What follows belongs to an exercise in optimizing a design on an open flow for small area; a production flow would make more cautious choices.
Function was checked by simulation only, so behaviour that the tests miss may differ from the original.
Power and IR drop assume default switching activity.

## regfile_scoreboard
module regfile_scoreboard (
    input  logic        clock,
    input  logic        ctrl_reset_n,
    input  logic        ctrl_writeEnable,
    input  logic [4:0]  ctrl_writeReg,
    input  logic [31:0] data_writeReg,
    input  logic [4:0]  ctrl_readRegA,
    input  logic [4:0]  ctrl_readRegB,
    output logic [31:0] data_readRegA,
    output logic [31:0] data_readRegB,
    output logic        busyA,
    output logic        busyB,
    input  logic        ctrl_issueEnable,
    input  logic [4:0]  ctrl_issueReg,
    input  logic        ctrl_flush,
    output logic [5:0]  busy_count,
    output logic        err_doubleIssue
);
Size in the first run: about 1100 flip-flops, ~42000 µm² of cells after synthesis.
export LEC_CHECK = 0
export CAP_MARGIN = 20
export CORE_MARGIN = 2
export CORE_UTILIZATION = 55
export GPL_TIMING_DRIVEN = 0
export SETUP_SLACK_MARGIN = 0.2
export SLEW_MARGIN = 20
export SYNTH_HIERARCHICAL = 1
export SYNTH_MINIMUM_KEEP_SIZE = 0
create_clock -name core_clock -period 7.0 [get_ports {clock}]
standard.sh (not shown) runs the stock make flow with config.mk's settings and CLKGATE_MAP_FILE= SYNTH_SCRIPT=/design/flow/synth_recipe.tcl, a recipe that flattens the netlist after the stock synthesis.
==> flow/flow/run.sh <==
#!/bin/bash
set -euo pipefail
export BUFFER_PORTS_ARGS="-buffer_cell sky130_fd_sc_hd__buf_1"
export PRE_GLOBAL_PLACE_TCL="$PWD/flow/upsize.tcl"
export CTS_ARGS="-sink_clustering_enable -repair_clock_nets -dont_use_dummy_load -sink_clustering_size 16 -sink_clustering_max_diameter 60 -buf_list {sky130_fd_sc_hd__clkbuf_8}"
bash standard.sh finish > flow_make.log 2>&1
==> flow/flow/upsize.tcl <==
# Run before global placement (PRE_GLOBAL_PLACE_TCL): give the drivers of the
# register file's wide select nets (write enables and read selects, each with
# 32 or more loads) a drive strength that can carry the net without the
# resizer adding a buffer after a minimum-size gate.
set upsize_map {
  sky130_fd_sc_hd__and2_1 sky130_fd_sc_hd__and2_4
  sky130_fd_sc_hd__and3_1 sky130_fd_sc_hd__and3_2
}
set n_up 0
foreach inst [get_cells *] {
  set ref [get_property $inst ref_name]
  if { ![dict exists $upsize_map $ref] } { continue }
  set fanout 0
  foreach pin [get_pins -of_objects $inst] {
    if { [get_property $pin direction] eq "output" } {
      set net [get_nets -of_objects $pin]
      set fanout [llength [get_pins -of_objects $net -filter "direction==input"]]
    }
  }
  if { $fanout >= 24 } {
    replace_cell $inst [dict get $upsize_map $ref]
    incr n_up
  }
}
puts "upsize.tcl: resized $n_up select drivers"
Rerun with:
CORE_UTILIZATION = 40   (was 55)
The changed run finished clean.
Cell area rises slightly.
Combinational power decreases by a few percent.
Worst hold slack is better by 0.0053 ns.
Die area goes up by well over a third.
Non-clock buffer count grows by 10.
Clock skew fell by 0.0070 ns.
Power is lower slightly.
Global-route usage is lower by 11 points.
Final cell count rose by roughly a tenth.
Clock-buffer cell count is lower by 3.
Fmax goes up by a few percent.

========
The RTL this note starts from:
==> flow/design.v <==
module rf_aoi222 (
    input  logic a1, a2, b1, b2, c1, c2,
    output logic y
);
    assign y = ~((a1 & a2) | (b1 & b2) | (c1 & c2));
endmodule
module rf_nand2 (
    input  logic a, b,
    output logic y
);
    assign y = ~(a & b);
endmodule
module rf_nand3 (
    input  logic a, b, c,
    output logic y
);
    assign y = ~(a & b & c);
endmodule
module rf_nand4 (
    input  logic a, b, c, d,
    output logic y
);
    assign y = ~(a & b & c & d);
endmodule
module rf_or3 (
    input  logic a, b, c,
    output logic y
);
    assign y = a | b | c;
endmodule
module rf_ao31 (
    input  logic [31:1] sel,
    input  logic [31:1] d,
    output logic        y
);
    logic [10:0] x;
    logic [2:0]  p;
    for (genvar j = 0; j < 10; j++) begin : g_aoi
        rf_aoi222 u_aoi (
            .a1(sel[3*j+1]), .a2(d[3*j+1]),
            .b1(sel[3*j+2]), .b2(d[3*j+2]),
            .c1(sel[3*j+3]), .c2(d[3*j+3]),
            .y(x[j])
        );
    end
    rf_nand2 u_n31 (.a(sel[31]), .b(d[31]), .y(x[10]));
    rf_nand4 u_p0 (.a(x[0]), .b(x[1]), .c(x[2]),  .d(x[3]), .y(p[0]));
    rf_nand4 u_p1 (.a(x[4]), .b(x[5]), .c(x[6]),  .d(x[7]), .y(p[1]));
    rf_nand3 u_p2 (.a(x[8]), .b(x[9]), .c(x[10]),           .y(p[2]));
    rf_or3   u_o  (.a(p[0]), .b(p[1]), .c(p[2]), .y(y));
endmodule
module rf_dec31 (
    input  logic [4:0]  addr,
    input  logic        en,
    input  logic [31:1] q,
    output logic [31:1] sel
);
    logic [3:0] lo;
    logic [7:0] hi;
    for (genvar k = 0; k < 4; k++) begin : g_lo
        assign lo[k] = en && (addr[1:0] == 2'(k));
    end
    for (genvar k = 0; k < 8; k++) begin : g_hi
        assign hi[k] = (addr[4:2] == 3'(k));
    end
    for (genvar i = 1; i < 32; i++) begin : g_sel
        assign sel[i] = lo[i % 4] & hi[i / 4] & q[i];
    end
endmodule
module regfile_scoreboard (
    input  logic        clock,
    input  logic        ctrl_reset_n,
    input  logic        ctrl_writeEnable,
    input  logic [4:0]  ctrl_writeReg,
    input  logic [31:0] data_writeReg,
    input  logic [4:0]  ctrl_readRegA,
    input  logic [4:0]  ctrl_readRegB,
    output logic [31:0] data_readRegA,
    output logic [31:0] data_readRegB,
    output logic        busyA,
    output logic        busyB,
    input  logic        ctrl_issueEnable,
    input  logic [4:0]  ctrl_issueReg,
    input  logic        ctrl_flush,
    output logic [5:0]  busy_count,
    output logic        err_doubleIssue
);
    logic [31:0] regs_r [1:31];
    logic [31:1] valid_r;
    logic [31:1] busy_r;
    logic [5:0]  count_r;
    logic        err_r;
    logic [31:1] wsel_s, isel_s, asel_s, bsel_s;
    logic        we_eff_s, iss_eff_s, same_s;
    logic        busy_iss_s, busy_wr_s;
    logic        cnt_set_s, cnt_clr_s, dbl_issue_s;
    rf_dec31 u_wdec (.addr(ctrl_writeReg), .en(ctrl_writeEnable), .q({31{1'b1}}), .sel(wsel_s));
    rf_dec31 u_idec (.addr(ctrl_issueReg), .en(ctrl_issueEnable), .q({31{1'b1}}), .sel(isel_s));
    rf_dec31 u_adec (.addr(ctrl_readRegA), .en(1'b1), .q(valid_r), .sel(asel_s));
    rf_dec31 u_bdec (.addr(ctrl_readRegB), .en(1'b1), .q(valid_r), .sel(bsel_s));
    always_ff @(posedge clock) begin
        for (int i = 1; i < 32; i++) begin
            if (wsel_s[i]) regs_r[i] <= data_writeReg;
        end
    end
    always_ff @(posedge clock or negedge ctrl_reset_n) begin
        if (!ctrl_reset_n) begin
            valid_r <= '0;
        end else begin
            valid_r <= valid_r | wsel_s;
        end
    end
    assign we_eff_s    = |wsel_s;
    assign iss_eff_s   = |isel_s;
    assign same_s      = (ctrl_issueReg == ctrl_writeReg);
    assign busy_iss_s  = |(busy_r & isel_s);
    assign busy_wr_s   = |(busy_r & wsel_s);
    assign cnt_set_s   = iss_eff_s && !busy_iss_s;
    assign cnt_clr_s   = busy_wr_s && !(iss_eff_s && same_s);
    assign dbl_issue_s = busy_iss_s && !(we_eff_s && same_s);
    always_ff @(posedge clock or negedge ctrl_reset_n) begin
        if (!ctrl_reset_n) begin
            busy_r  <= '0;
            count_r <= '0;
            err_r   <= 1'b0;
        end else if (ctrl_flush) begin
            busy_r  <= '0;
            count_r <= '0;
            err_r   <= 1'b0;
        end else begin
            busy_r  <= isel_s | (busy_r & ~wsel_s);
            count_r <= count_r + 6'(cnt_set_s) - 6'(cnt_clr_s);
            err_r   <= err_r | dbl_issue_s;
        end
    end
    for (genvar b = 0; b < 32; b++) begin : g_rd
        logic [31:1] col;
        for (genvar i = 1; i < 32; i++) begin : g_col
            assign col[i] = regs_r[i][b];
        end
        rf_ao31 u_a (.sel(asel_s), .d(col), .y(data_readRegA[b]));
        rf_ao31 u_b (.sel(bsel_s), .d(col), .y(data_readRegB[b]));
    end
    always_comb begin
        busyA = 1'b0;
        busyB = 1'b0;
        for (int i = 1; i < 32; i++) begin
            busyA = busyA | (busy_r[i] && ctrl_readRegA == 5'(i));
            busyB = busyB | (busy_r[i] && ctrl_readRegB == 5'(i));
        end
    end
    assign busy_count      = count_r;
    assign err_doubleIssue = err_r;
endmodule
clock: 7.0 ns
lec_check: 0
cap_margin: 20
core_margin: 2
core_utilization: 55
cts_buf_list: sky130_fd_sc_hd__clkbuf_4 sky130_fd_sc_hd__clkbuf_8
setup_slack_margin: 0.2
slew_margin: 20
synth_hierarchical: 1
synth_minimum_keep_size: 0
run.sh (not shown) runs the stock make flow with config.mk's settings and CLKGATE_MAP_FILE= SYNTH_SCRIPT=/design/flow/synth_recipe.tcl, a recipe that flattens the netlist after the stock synthesis.
Stock flow here: none of the scripts above is used.
Rerun with:
- CORE_UTILIZATION: 55 -> 40
- CTS_BUF_LIST: sky130_fd_sc_hd__clkbuf_4 sky130_fd_sc_hd__clkbuf_8 -> default
=>
- synthesized cell count is unchanged
- non-clock buffer count goes down by 50
- clock skew went up by 0.025 ns
- fmax is higher by about 0.8%
- via count went down by about 4.7%
- wire length went down by about 3%

-- port drivers added, routing unchanged --
How much do the figures lean on ideal ports? The routed layouts below were timed once more, with nothing changed but the port constraints. Step 1: set_driving_cell puts a clkbuf_16 on clock and a buf_2 on each other input, an assumption about the parent block. Step 2 times the ports against the registers' clock, not the clock port: input delays grow and output delays shrink by t, the midpoint of the rising clock arrivals with the driver on. a / b / c = ideal ports / drivers / drivers and shift; a / b = the first two.
| run | shift t [ns] | setup slack, ns | worst register clock-pin slew, ns | worst slew at a driven data input, ns | pins driven straight from the clock port |
|---|---|---|---|---|---|
| the first run of note 1 | 0.785 | 0.644 / 0.619 / 0.619 | 0.11 / 0.11 | 0.09 | 1 |
| the second run of note 1 | 0.779 | 0.846 / 0.797 / 0.797 | 0.11 / 0.11 | 0.21 | 1 |
| the first run of note 2 | 0.891 | 0.310 / 0.284 / 0.284 | 0.07 / 0.07 | 0.12 | 1 |
| the second run of note 2 | 0.750 | 0.365 / 0.321 / 0.321 | 0.07 / 0.07 | 0.11 | 1 |
After both steps setup and hold are still met in every run listed. For the second run of note 1, which loses most, drivers alone change the setup slack by -0.049 ns; drivers and shift together by -0.049 ns.
